What follows belongs to an exercise in optimizing a design on an open flow for small area; a production flow would make more cautious choices.
Only simulation tests tie the RTL to the original design; equivalence was not proved.
The clock port is modelled as an ideal driver; clocking choices that lean on that would not hold on a real chip.
Power figures rest on the tool's default switching activity, not on a simulated workload.

==> flow/design.v (excerpt) <==
module cam_repl #(
    parameter int DATA_SIZE = 19,
    parameter int DEPTH     = 16,
    parameter int IDX_W     = $clog2(DEPTH),
    parameter int NSEARCH   = 3
) (
    input  logic                         clk,
    input  logic                         rst,
    input  logic                         flush,
    input  logic                         inv_en,
    input  logic [IDX_W-1:0]             inv_idx,
    input  logic                         wr_en,
    input  logic [IDX_W-1:0]             wr_idx,
    input  logic                         ins_en,
    input  logic [DATA_SIZE-1:0]         wdata,
    input  logic [IDX_W-1:0]             addr,
    output logic [DATA_SIZE-1:0]         data,
    output logic                         vld,
    input  logic [NSEARCH*DATA_SIZE-1:0] rdata,
    output logic [NSEARCH*DEPTH-1:0]     hit,
    output logic [NSEARCH-1:0]           hit_any,
    output logic [NSEARCH*IDX_W-1:0]     hit_idx,
    output logic [NSEARCH-1:0]           multi,
    output logic                         ins_done,
    output logic [IDX_W-1:0]             ins_idx,
    output logic                         full
);
Size: roughly 190 I/O pins, about 25000 sq um of cells after synthesis.
export LEC_CHECK = 0
export ABC_AREA = 1
export CAP_MARGIN = 10
export CORE_MARGIN = 2
export CORE_UTILIZATION = 40
export GPL_TIMING_DRIVEN = 0
export SETUP_SLACK_MARGIN = 0.2
export SLEW_MARGIN = 10
create_clock -name core_clock -period 8.0 [get_ports {clk}]
standard.sh (not shown) runs the stock make flow with config.mk's settings and CLKGATE_MAP_FILE= SYNTH_SCRIPT=/design/flow/synth_recipe.tcl, a recipe that flattens the netlist after the stock synthesis.
==> flow/flow/run.sh <==
#!/bin/bash
# Own layout flow: the standard layout (standard.sh) with these changes:
#  * Synthesis is synth_recipe.tcl unchanged except that Yosys's abc call
#    runs flow/abc_area.script (three rounds of area-oriented mapping with
#    choices). The register mapping is untouched.
#  * Port buffers: sky130_fd_sc_hd__buf_1 on outputs (flow/pre_gpl.tcl),
#    sky130_fd_sc_hd__buf_2 on inputs.
#  * The resizer may not use buf_12 or buf_16 (flow/no_big_buf.tcl, run
#    before the resize, CTS and global-route steps).
#  * CTS uses clkbuf_8 in clusters of up to 14 sinks and inserts no dummy
#    loads.
# Every tool writes its full output to ORFS's per-step logs under orfs/logs;
# make's own output goes to make.log in this folder.
set -euo pipefail
W=$PWD
{
  head -n 1 synth_recipe.tcl
  cat <<'T'
proc abc {args} {
  set i [lsearch -exact $args -script]
  if { $i >= 0 } { lset args [expr {$i + 1}] $::env(OWN_ABC_SCRIPT) }
  yosys abc {*}$args
}
T
  tail -n +2 synth_recipe.tcl
} > "$W/own_synth.tcl"
sed "s#SYNTH_SCRIPT=[^ ]*#SYNTH_SCRIPT=$W/own_synth.tcl#" standard.sh > "$W/own_standard.sh"
grep -q "SYNTH_SCRIPT=$W/own_synth.tcl" "$W/own_standard.sh"
export OWN_ABC_SCRIPT="$W/flow/abc_area.script"
export PRE_GLOBAL_PLACE_TCL="$W/flow/pre_gpl.tcl"
export BUFFER_PORTS_ARGS="-inputs -buffer_cell sky130_fd_sc_hd__buf_2"
export PRE_RESIZE_TCL="$W/flow/no_big_buf.tcl"
export PRE_CTS_TCL="$W/flow/no_big_buf.tcl"
export PRE_GLOBAL_ROUTE_TCL="$W/flow/no_big_buf.tcl"
export CTS_ARGS="-sink_clustering_enable -repair_clock_nets -buf_list sky130_fd_sc_hd__clkbuf_8 -sink_clustering_size 14 -sink_clustering_max_diameter 60 -dont_use_dummy_load"
bash "$W/own_standard.sh" > "$W/make.log" 2>&1
==> flow/flow/abc_area.script <==
strash
dch -f
amap -F 4 -A 8 -C 2000
strash
dch -f
amap -F 4 -A 8 -C 2000
strash
dch -f
amap -F 4 -A 8 -C 2000
topo
==> flow/flow/no_big_buf.tcl <==
# Keep the resizer from using the largest buffers when it repairs slew,
# capacitance and timing; smaller buffers do on these short nets.
set_dont_use {sky130_fd_sc_hd__buf_12 sky130_fd_sc_hd__buf_16}
==> flow/flow/pre_gpl.tcl <==
# Output ports get buf_1 buffers here; the input ports are buffered right
# after this by ORFS's own buffer_ports call (BUFFER_PORTS_ARGS).
buffer_ports -outputs -buffer_cell sky130_fd_sc_hd__buf_1
The starting point never finished: it broke off in global routing, error GRT-0116.
==> next run, changes <==
==> flow/flow/run.sh (replaced) <==
#!/bin/bash
# Own layout flow: the standard layout (standard.sh) with these changes:
#  * Synthesis is synth_recipe.tcl unchanged except that, right before
#    Yosys's abc call, every 2-input XOR (XNOR) gate is mapped to an
#    inverted sky130_fd_sc_hd__xnor2_1 (xor2_1) (flow/xor_map.v), and abc
#    runs flow/abc_area.script (three rounds of area-oriented mapping with
#    choices) on the rest. The register mapping is untouched.
#  * Port buffers: sky130_fd_sc_hd__buf_1 on outputs (flow/pre_gpl.tcl),
#    sky130_fd_sc_hd__buf_2 on inputs.
#  * The resizer may not use buf_12 or buf_16 (flow/no_big_buf.tcl, run
#    before the resize, CTS and global-route steps).
#  * CTS uses clkbuf_4 in clusters of up to 8 sinks and inserts no dummy
#    loads.
# Every tool writes its full output to ORFS's per-step logs under orfs/logs;
# make's own output goes to make.log in this folder.
set -euo pipefail
W=$PWD
{
  head -n 1 synth_recipe.tcl
  cat <<'T'
proc abc {args} {
  set i [lsearch -exact $args -script]
  if { $i >= 0 } { lset args [expr {$i + 1}] $::env(OWN_ABC_SCRIPT) }
  yosys techmap -map $::env(OWN_XOR_MAP)
  yosys abc {*}$args
}
T
  tail -n +2 synth_recipe.tcl
} > "$W/own_synth.tcl"
sed "s#SYNTH_SCRIPT=[^ ]*#SYNTH_SCRIPT=$W/own_synth.tcl#" standard.sh > "$W/own_standard.sh"
grep -q "SYNTH_SCRIPT=$W/own_synth.tcl" "$W/own_standard.sh"
export OWN_ABC_SCRIPT="$W/flow/abc_area.script"
export OWN_XOR_MAP="$W/flow/xor_map.v"
export PRE_GLOBAL_PLACE_TCL="$W/flow/pre_gpl.tcl"
export BUFFER_PORTS_ARGS="-inputs -buffer_cell sky130_fd_sc_hd__buf_2"
export PRE_RESIZE_TCL="$W/flow/no_big_buf.tcl"
export PRE_CTS_TCL="$W/flow/no_big_buf.tcl"
export PRE_GLOBAL_ROUTE_TCL="$W/flow/no_big_buf.tcl"
export CTS_ARGS="-sink_clustering_enable -repair_clock_nets -buf_list sky130_fd_sc_hd__clkbuf_4 -sink_clustering_size 8 -sink_clustering_max_diameter 50 -dont_use_dummy_load"
bash "$W/own_standard.sh" > "$W/make.log" 2>&1
==> flow/flow/xor_map.v (new file) <==
module \$_XOR_ (input A, input B, output Y);
  wire t;
  sky130_fd_sc_hd__xnor2_1 _TECHMAP_REPLACE_ (.A(A), .B(B), .Y(t));
  \$_NOT_ inv (.A(t), .Y(Y));
endmodule
module \$_XNOR_ (input A, input B, output Y);
  wire t;
  sky130_fd_sc_hd__xor2_1 _TECHMAP_REPLACE_ (.A(A), .B(B), .X(t));
  \$_NOT_ inv (.A(t), .Y(Y));
endmodule
CAP_MARGIN = 12   (was 10)
CORE_UTILIZATION = 45   (was 40)
SLEW_MARGIN = 12   (was 10)
Result: This time the run ran to the end with no violations. Synthesized cell count drops by about 7%. Area after synthesis climbs by 5.7%.
==> next run, changes <==
CAP_MARGIN = 10   (was 12)
CORE_UTILIZATION = 40   (was 45)
SLEW_MARGIN = 10   (was 12)
What happened: Design area grows by 0.48%. Final cell count is higher by 2.8%. Clock skew increases by 0.025 ns. Power hardly moves. Synthesized area stays the same. Utilization shrinks by 5.7 points. Setup slack gets worse by 0.18 ns. Non-clock buffer count rose by 1. Clock-buffer cell count rises by 1. Via count goes down by 0.66%. Register-to-register slack gains 0.07 ns.
==> next run, changes <==
--- a/flow/flow/run.sh
+++ b/flow/flow/run.sh
@@ -10,5 +10,5 @@
 #  * The resizer may not use buf_12 or buf_16 (flow/no_big_buf.tcl, run
 #    before the resize, CTS and global-route steps).
-#  * CTS uses clkbuf_4 in clusters of up to 8 sinks and inserts no dummy
+#  * CTS uses clkbuf_8 in clusters of up to 14 sinks and inserts no dummy
 #    loads.
 # Every tool writes its full output to ORFS's per-step logs under orfs/logs;
@@ -37,4 +37,4 @@
 export PRE_CTS_TCL="$W/flow/no_big_buf.tcl"
 export PRE_GLOBAL_ROUTE_TCL="$W/flow/no_big_buf.tcl"
-export CTS_ARGS="-sink_clustering_enable -repair_clock_nets -buf_list sky130_fd_sc_hd__clkbuf_4 -sink_clustering_size 8 -sink_clustering_max_diameter 50 -dont_use_dummy_load"
+export CTS_ARGS="-sink_clustering_enable -repair_clock_nets -buf_list sky130_fd_sc_hd__clkbuf_8 -sink_clustering_size 14 -sink_clustering_max_diameter 60 -dont_use_dummy_load"
 bash "$W/own_standard.sh" > "$W/make.log" 2>&1
CAP_MARGIN = 12   (was 10)
CORE_UTILIZATION = 45   (was 40)
SLEW_MARGIN = 12   (was 10)
The new run finished with timing, DRC and antenna clean.
Final area is about the same.
Power rises by 1.6%.
Sequential power hardly moves.
Clock power rises by about 8%.
Non-clock buffer count falls by 1.
Global-route usage rises by 3.8 points.
==> next run, changes <==
--- a/flow/flow/run.sh
+++ b/flow/flow/run.sh
@@ -4,10 +4,8 @@
 #    Yosys's abc call, every 2-input XOR (XNOR) gate is mapped to an
 #    inverted sky130_fd_sc_hd__xnor2_1 (xor2_1) (flow/xor_map.v), and abc
-#    runs flow/abc_area.script (three rounds of area-oriented mapping with
+#    runs flow/abc_area.script (two rounds of area-oriented mapping with
 #    choices) on the rest. The register mapping is untouched.
 #  * Port buffers: sky130_fd_sc_hd__buf_1 on outputs (flow/pre_gpl.tcl),
 #    sky130_fd_sc_hd__buf_2 on inputs.
-#  * The resizer may not use buf_12 or buf_16 (flow/no_big_buf.tcl, run
-#    before the resize, CTS and global-route steps).
 #  * CTS uses clkbuf_8 in clusters of up to 14 sinks and inserts no dummy
 #    loads.
@@ -34,7 +32,4 @@
 export PRE_GLOBAL_PLACE_TCL="$W/flow/pre_gpl.tcl"
 export BUFFER_PORTS_ARGS="-inputs -buffer_cell sky130_fd_sc_hd__buf_2"
-export PRE_RESIZE_TCL="$W/flow/no_big_buf.tcl"
-export PRE_CTS_TCL="$W/flow/no_big_buf.tcl"
-export PRE_GLOBAL_ROUTE_TCL="$W/flow/no_big_buf.tcl"
 export CTS_ARGS="-sink_clustering_enable -repair_clock_nets -buf_list sky130_fd_sc_hd__clkbuf_8 -sink_clustering_size 14 -sink_clustering_max_diameter 60 -dont_use_dummy_load"
 bash "$W/own_standard.sh" > "$W/make.log" 2>&1
==> flow/flow/abc_area.script (replaced) <==
strash
dch -f
amap -F 4 -A 8 -C 2000
strash
dch -f
amap -F 4 -A 8 -C 2000
topo
CAP_MARGIN = 10   (was 12)
CORE_UTILIZATION = 40   (was 45)
SLEW_MARGIN = 10   (was 12)
removed: flow/flow/no_big_buf.tcl
The changed run produced a clean layout. Global-route usage drops by 5.1 points. Fmax climbs by 2.1%. Sequential share of layout area drops by 0.58 points. Count of clock-buffer cells in the layout climbs by 2.

## port drivers added, routing unchanged
Ports are ideal in the flow. The routed layouts listed here were re-timed in OpenROAD. Step 1: set_driving_cell puts a clkbuf_16 on clk and a buf_2 on each other input, an assumption about the parent block. Step 2 also shifts input and output timing later by t, the mid clock arrival at the registers, as if the neighbouring blocks saw the same clock. a / b / c = no drivers / after step 1 / after step 2; a / b = the first two.
| run | shift t [ns] | slack for setup (ns) | hold WS [ns] | worst setup path after step 2 | worst data-port slew with drivers (ns) |
|---|---|---|---|---|---|
| the second run | 0.861 | 1.333 / 1.308 / 1.028 | 0.518 / 0.518 / 0.518 | input to register | 0.03 |
| the third run | 0.834 | 1.153 / 1.129 / 1.099 | 0.535 / 0.535 / 0.535 | input to register | 0.03 |
| the fourth run | 0.644 | 1.275 / 1.252 / 0.991 | 0.516 / 0.516 / 0.516 | input to register | 0.03 |
| the fifth run | 0.666 | 1.415 / 1.375 / 1.024 | 0.495 / 0.495 / 0.495 | input to register | 0.05 |
After both steps every run listed still meets setup and hold. For the fifth run, which loses most, drivers alone change the setup slack by -0.040 ns; drivers and shift together by -0.391 ns.
